What follows belongs to an exercise in optimizing a design on an open flow for small area, a short achievable clock period and few clock cycles per item; a production flow would make more cautious choices. The RTL was checked by simulation tests, not by an equivalence proof against the original design. Power figures rest on the tool's default switching activity, not on a simulated workload.

Setup of build 5:
## operand_fetch_top
module operand_fetch_top
(
	input  wire          clk,
	input  wire          reset,
	input  wire          in_valid,
	output logic         in_ready,
	input  wire  [7:0]   in_tag,
	input  wire  [3:0]   in_dest,
	input  wire          in_writes_channel,
	input  wire  [15:0]  in_register_0,
	input  wire  [15:0]  in_register_1,
	input  wire  [5:0]   in_op_a,
	input  wire  [5:0]   in_op_b,
	input  wire  [5:0]   in_op_c,
	output logic         out_valid,
	input  wire          out_ready,
	output logic [7:0]   out_tag,
	output logic [3:0]   out_dest,
	output logic         out_writes_channel,
	output logic [5:0]   out_commit_id,
	output logic [15:0]  out_arg_a,
	output logic [15:0]  out_arg_b,
	output logic [15:0]  out_arg_c,
	input  wire          chan_write_valid,
	input  wire  [3:0]   chan_write_addr,
	input  wire  [15:0]  chan_write_value
);
clock: 5.0 ns
lec_check: 0
cap_margin: 20
core_margin: 2
core_utilization: 45
setup_slack_margin: 2.5
slew_margin: 20
buffer_ports_args: -buffer_cell sky130_fd_sc_hd__buf_1
cts_args: -sink_clustering_enable -repair_clock_nets -sink_clustering_size 24 -sink_clustering_max_diameter 80 -buf_list sky130_fd_sc_hd__clkbuf_16 -dont_use_dummy_load
standard.sh (not shown) runs the stock make flow with config.mk's settings and CLKGATE_MAP_FILE= SYNTH_SCRIPT=/design/flow/synth_recipe.tcl, a recipe that flattens the netlist after the stock synthesis.
==> flow/flow/run.sh <==
#!/bin/bash
# Standard layout with small port buffers and a lighter clock tree.
set -e
cat >> config.mk <<'EOM'
export BUFFER_PORTS_ARGS = -buffer_cell sky130_fd_sc_hd__buf_1
export CTS_ARGS = -sink_clustering_enable -repair_clock_nets -sink_clustering_size 24 -sink_clustering_max_diameter 80 -buf_list sky130_fd_sc_hd__clkbuf_16 -dont_use_dummy_load
EOM
bash standard.sh > standard.log 2>&1
Testbench counts of build 5, summed over its fixed seeds: cycles 20,173, items 16,000.
> inputs changed (build 5 -> build 12)
Settings: a change of CORE_UTILIZATION from 45 to 65.
[summary]
Final total power: build 12 vs build 5, no meaningful difference
Of build 5 and build 12, the run reporting the lower transition time at the pin with the least slew margin was build 5.
The worst hold slack was comparable across build 5 and build 12.
Changes observed in build 12 relative to build 5: setup slack lower, upper clock frequency limit lower.
Here is what was changed in the inputs of build 9 compared with build 12.
Settings: setting PLACE_DENSITY to 0.72 for the first time; changing SETUP_SLACK_MARGIN from 2.5 to 2.3; changing CORE_UTILIZATION from 65 to 55.
[summary]
- Summary of build 9 over build 12: sequential area share after synthesis neither gained nor lost much; final count of pins violating max slew barely changed; sequential share of layout area moved up; maximum cell stage delay along the critical path fell by 360 ps; endpoint arrival time on the critical path shows an increase of 280 ps.
- Cmp build 12 and build 9 / detailed-routed wire length on met3 / lower: build 9
- Looking at area taken by multi-input logic gates, build 9 sits about 4.6% below build 12.
- Going from build 12 to build 9, final-stage net count has decreased; final instance area has decreased.

========
## v43
Another version of the RTL of operand_fetch_top (not shown whole).
For scale: ~1400 cells after synthesis, ~350 flip-flops, roughly 160 I/O pins.
Settings: LEC_CHECK=0, CAP_MARGIN=20, CORE_MARGIN=2, CORE_UTILIZATION=45, SETUP_SLACK_MARGIN=2.5, SLEW_MARGIN=20, TNS_END_PERCENT=0, BUFFER_PORTS_ARGS=-buffer_cell sky130_fd_sc_hd__buf_1, CTS_ARGS=-sink_clustering_enable -repair_clock_nets -sink_clustering_size 24 -sink_clustering_max_diameter 80 -buf_list sky130_fd_sc_hd__clkbuf_16 -dont_use_dummy_load; clock period 5.0 ns.
Scripts as last shown in full above: flow/flow/run.sh
Testbench counts of v43, summed over its fixed seeds: cycles 20,173, items 16,000.
> inputs changed (v43 -> v47)
- SETUP_SLACK_MARGIN changed from 2.5 to 2.3
- CTS_ARGS changed from -sink_clustering_enable -repair_clock_nets -sink_clustering_size 24 -sink_clustering_max_diameter 80 -buf_list sky130_fd_sc_hd__clkbuf_16 -dont_use_dummy_load to -sink_clustering_enable -repair_clock_nets -sink_clustering_size 26 -sink_clustering_max_diameter 100 -buf_list sky130_fd_sc_hd__clkbuf_16 -dont_use_dummy_load
- TNS_END_PERCENT removed (was 0)
==> flow/flow/run.sh <==
#!/bin/bash
# Standard layout with small port buffers and a lighter clock tree.
set -e
cat >> config.mk <<'EOM'
export BUFFER_PORTS_ARGS = -buffer_cell sky130_fd_sc_hd__buf_1
export CTS_ARGS = -sink_clustering_enable -repair_clock_nets -sink_clustering_size 26 -sink_clustering_max_diameter 100 -buf_list sky130_fd_sc_hd__clkbuf_16 -dont_use_dummy_load
EOM
bash standard.sh > standard.log 2>&1
Findings:
Diff v43 -> v47: timing-limited maximum frequency went up 1.6%; setup clock skew after layout went down 0.013 ns; final weighted congestion of routability-driven global placement went up 2.9%; setup fix buffers added after clock tree synthesis went up 4; via count went down about 2.3%.
For v32, these inputs were changed with respect to v47:
- SETUP_SLACK_MARGIN: 2.3 -> 2.5
Findings:
v32: all stages complete, timing, DRC and antenna checks passed. Of v47 and v32, the run reporting the higher overall routing resource usage was v32. In v32 relative to v47, non-clock buffer count in the final layout had gone up by more than 10%. Diff v47 -> v32: hold slack went down by 0.013 ns, weighted congestion reported at the end of routability-driven placement went down by about 0.6%.

========
## v30
operand_fetch_top with an RTL version that a note above also has.
Size: ~1300 cells after synthesis, ~350 flip-flops, about 160 I/O pins, roughly 20000 µm² of cells after synthesis.
==> flow/config.mk <==
export PLATFORM = sky130hd
export DESIGN_NAME = operand_fetch_top
export DESIGN_NICKNAME = operand_fetch_top
export VERILOG_FILES = /design/flow/design.v
export SDC_FILE = /design/flow/constraint.sdc
export NUM_CORES = 4
export LEC_CHECK = 0
export CAP_MARGIN = 20
export CORE_MARGIN = 2
export CORE_UTILIZATION = 55
export SETUP_SLACK_MARGIN = 2.5
export SLEW_MARGIN = 20
export BUFFER_PORTS_ARGS = -buffer_cell sky130_fd_sc_hd__buf_1
export CTS_ARGS = -sink_clustering_enable -repair_clock_nets -sink_clustering_size 24 -sink_clustering_max_diameter 80 -buf_list sky130_fd_sc_hd__clkbuf_16 -dont_use_dummy_load
==> flow/constraint.sdc <==
create_clock -name core_clock -period 5.0 [get_ports {clk}]
set_input_delay 1.0000 -clock core_clock [delete_from_list [all_inputs] [get_ports {clk}]]
set_output_delay 1.0000 -clock core_clock [all_outputs]
set_load 0.01 [all_outputs]
==> flow/flow/run.sh <==
#!/bin/bash
# Standard layout with small port buffers and a lighter clock tree.
set -e
cat >> config.mk <<'EOM'
export BUFFER_PORTS_ARGS = -buffer_cell sky130_fd_sc_hd__buf_1
export CTS_ARGS = -sink_clustering_enable -repair_clock_nets -sink_clustering_size 24 -sink_clustering_max_diameter 80 -buf_list sky130_fd_sc_hd__clkbuf_16 -dont_use_dummy_load
EOM
bash standard.sh > standard.log 2>&1
Testbench counts of v30, summed over its fixed seeds: cycles 20,173, items 16,000.
The following lists how v39 was set up differently from v30:
- swapping 55 for 50 in CORE_UTILIZATION
- swapping -sink_clustering_enable -repair_clock_nets -sink_clustering_size 24 -sink_clustering_max_diameter 80 -buf_list sky130_fd_sc_hd__clkbuf_16 -dont_use_dummy_load for -sink_clustering_enable -repair_clock_nets -sink_clustering_size 26 -sink_clustering_max_diameter 100 -buf_list sky130_fd_sc_hd__clkbuf_16 -dont_use_dummy_load in CTS_ARGS
- swapping 2.5 for 2.3 in SETUP_SLACK_MARGIN
==> flow/flow/run.sh <==
#!/bin/bash
# Standard layout with small port buffers and a lighter clock tree.
set -e
cat >> config.mk <<'EOM'
export BUFFER_PORTS_ARGS = -buffer_cell sky130_fd_sc_hd__buf_1
export CTS_ARGS = -sink_clustering_enable -repair_clock_nets -sink_clustering_size 26 -sink_clustering_max_diameter 100 -buf_list sky130_fd_sc_hd__clkbuf_16 -dont_use_dummy_load
EOM
bash standard.sh > standard.log 2>&1
--- outcome ---
- v30 completed every stage of the flow, and the final layout passed the timing, design-rule and antenna checks.
- v39 closes out successfully: all stages finished, all timing, DRC and antenna checks passed.
- Per the comparison of v39 with v30, clock input transition at the sequential cells of the worst setup and hold paths comparable; power of the combinational group went down about 5%; estimated wirelength of the detail-placed design +230 µm.
- Of v39 and v30, v30 shows the higher number of vias per cell after detailed routing, with v39 below it.
- As far as port buffer count goes, v39 and v30 are indistinguishable; the numbers are identical.
- Per the comparison of v39 with v30, final cell count higher; count of clock-buffer cells in the layout lower.
- In the metrics for v39 and v30, the one carrying the higher CTS buffer count is v30.
- Post-synthesis register bit count essentially unchanged between v30 and v39.
> inputs changed (v39 -> v20)
- a change of SETUP_SLACK_MARGIN from 2.3 to 2.4
- a change of CORE_UTILIZATION from 50 to 55
- a change of CTS_ARGS from -sink_clustering_enable -repair_clock_nets -sink_clustering_size 26 -sink_clustering_max_diameter 100 -buf_list sky130_fd_sc_hd__clkbuf_16 -dont_use_dummy_load to -sink_clustering_enable -repair_clock_nets -sink_clustering_size 24 -sink_clustering_max_diameter 80 -buf_list sky130_fd_sc_hd__clkbuf_16 -dont_use_dummy_load
==> flow/flow/run.sh <==
#!/bin/bash
# Standard layout with small port buffers and a lighter clock tree.
set -e
cat >> config.mk <<'EOM'
export BUFFER_PORTS_ARGS = -buffer_cell sky130_fd_sc_hd__buf_1
export CTS_ARGS = -sink_clustering_enable -repair_clock_nets -sink_clustering_size 24 -sink_clustering_max_diameter 80 -buf_list sky130_fd_sc_hd__clkbuf_16 -dont_use_dummy_load
EOM
bash standard.sh > standard.log 2>&1
Results
- The hold slack of v20 is higher than that of v39.
- v20 vs v39 — core box area dropped by a little under 10%
- Worst setup slack before clock tree synthesis deteriorates in v20 relative to v39.
- Height of the chip (v20 vs. v39) decreases by a few percent
- Critical path depth, v20 and v39: lower on v20
Edits applied to the flow inputs when going from v20 to v17:
- changing SETUP_SLACK_MARGIN from 2.4 to 2.3
- changing CORE_UTILIZATION from 55 to 45
- v20 ended up with wait_t[2][0]$_DFFE_PP_ as its launching element of the worst setup path; v17 ended up with in_op_a[4].
- Design area across v20 and v17: no real change.
- v20 and v17 ended up with nearly the same combinational share of power.
- On v17: number of rows in the core area is 12% higher than what v20 gave.
- v20 has higher utilization than v17.
- Delta (v17 minus v20): worst setup slack lower, worst hold slack fell by 4.8 ps, cell area power density went down by 0.51%, die area has increased.
- v17 vs v20, start-to-end type of the worst setup path: input port to flip-flop vs flip-flop to output pin
Setup changes, v17 to v18
- CORE_UTILIZATION changed from 45 to 50
- SETUP_SLACK_MARGIN changed from 2.3 to 2.4
Findings:
On via count, v17 beats v18. Compared with v17, v18 shows clock-buffer cell count higher by 10%. v18 against v17: overall routing resource usage saw an increase; final net count saw little to no change; post-placement cell count saw a decrease. v18 against v17; number of ordinary and repair buffers in the finished layout is down slightly. Combinational share of power, v18 and v17: larger value in v18. No stage failed in v18, and the final checks on the layout all came back clean. v18 vs v17, most used routing layer: met1 vs met2. The total power number comes out lower for v17 vs v18.
For v28, these inputs were changed with respect to v18:
- swapping 2.4 for 2.3 in SETUP_SLACK_MARGIN
- putting TNS_END_PERCENT at 30 where nothing was set
- swapping 50 for 55 in CORE_UTILIZATION
==> comparison <==
v28 against v18: maximum frequency saw a decrease; worst reg2reg path depth saw an increase. wait_t[0][0]$_DFFE_PP_ as the origin of the worst setup path was reported by v18, and in_op_c[1] by v28. Looking at via count of the first global-routing pass, v28 sits 0.83% above v18. Between v18 and v28, the flow reports multi-input combinational cell count decreasing slightly.

[re-timing with driven ports]
How much do the figures lean on ideal ports? The routed layouts below were timed once more, with nothing changed but the port constraints. Step 1, drivers: a clkbuf_16 drives clk and a buf_2 each remaining input, both assumed. Step 2 also shifts input and output timing later by t, the mid clock arrival at the registers, as if the neighbouring blocks saw the same clock. Three values: ideal ports, drivers, drivers and shift; two values: the first two.
run	t, ns	slack for setup (ns)	worst setup path after step 2	slew at the worst register clock pin (ns)
build 5	0.591	2.381 / 2.317 / 1.726	input to register	0.10 / 0.10
build 12	0.569	2.199 / 2.230 / 1.661	input to register	0.10 / 0.10
build 9	0.571	2.173 / 2.193 / 1.622	input to register	0.10 / 0.10
v43	0.607	2.175 / 2.160 / 1.604	input to register	0.10 / 0.10
v47	0.579	2.219 / 2.179 / 1.714	input to register	0.11 / 0.11
v32	0.584	2.226 / 2.185 / 1.835	input to register	0.12 / 0.12
v30	0.585	2.355 / 2.301 / 1.847	input to register	0.10 / 0.10
v39	0.585	2.194 / 2.165 / 1.767	input to register	0.11 / 0.11
v20	0.597	2.371 / 2.316 / 1.825	input to register	0.10 / 0.10
v17	0.595	2.272 / 2.284 / 1.689	input to register	0.10 / 0.10
v18	0.609	2.373 / 2.312 / 1.794	input to register	0.10 / 0.10
v28	0.595	2.148 / 2.159 / 1.565	input to register	0.09 / 0.09
After both steps every run listed still meets setup and hold. The setup slack of build 5, which loses most, moves by -0.064 ns with the drivers and by -0.655 ns with both steps.
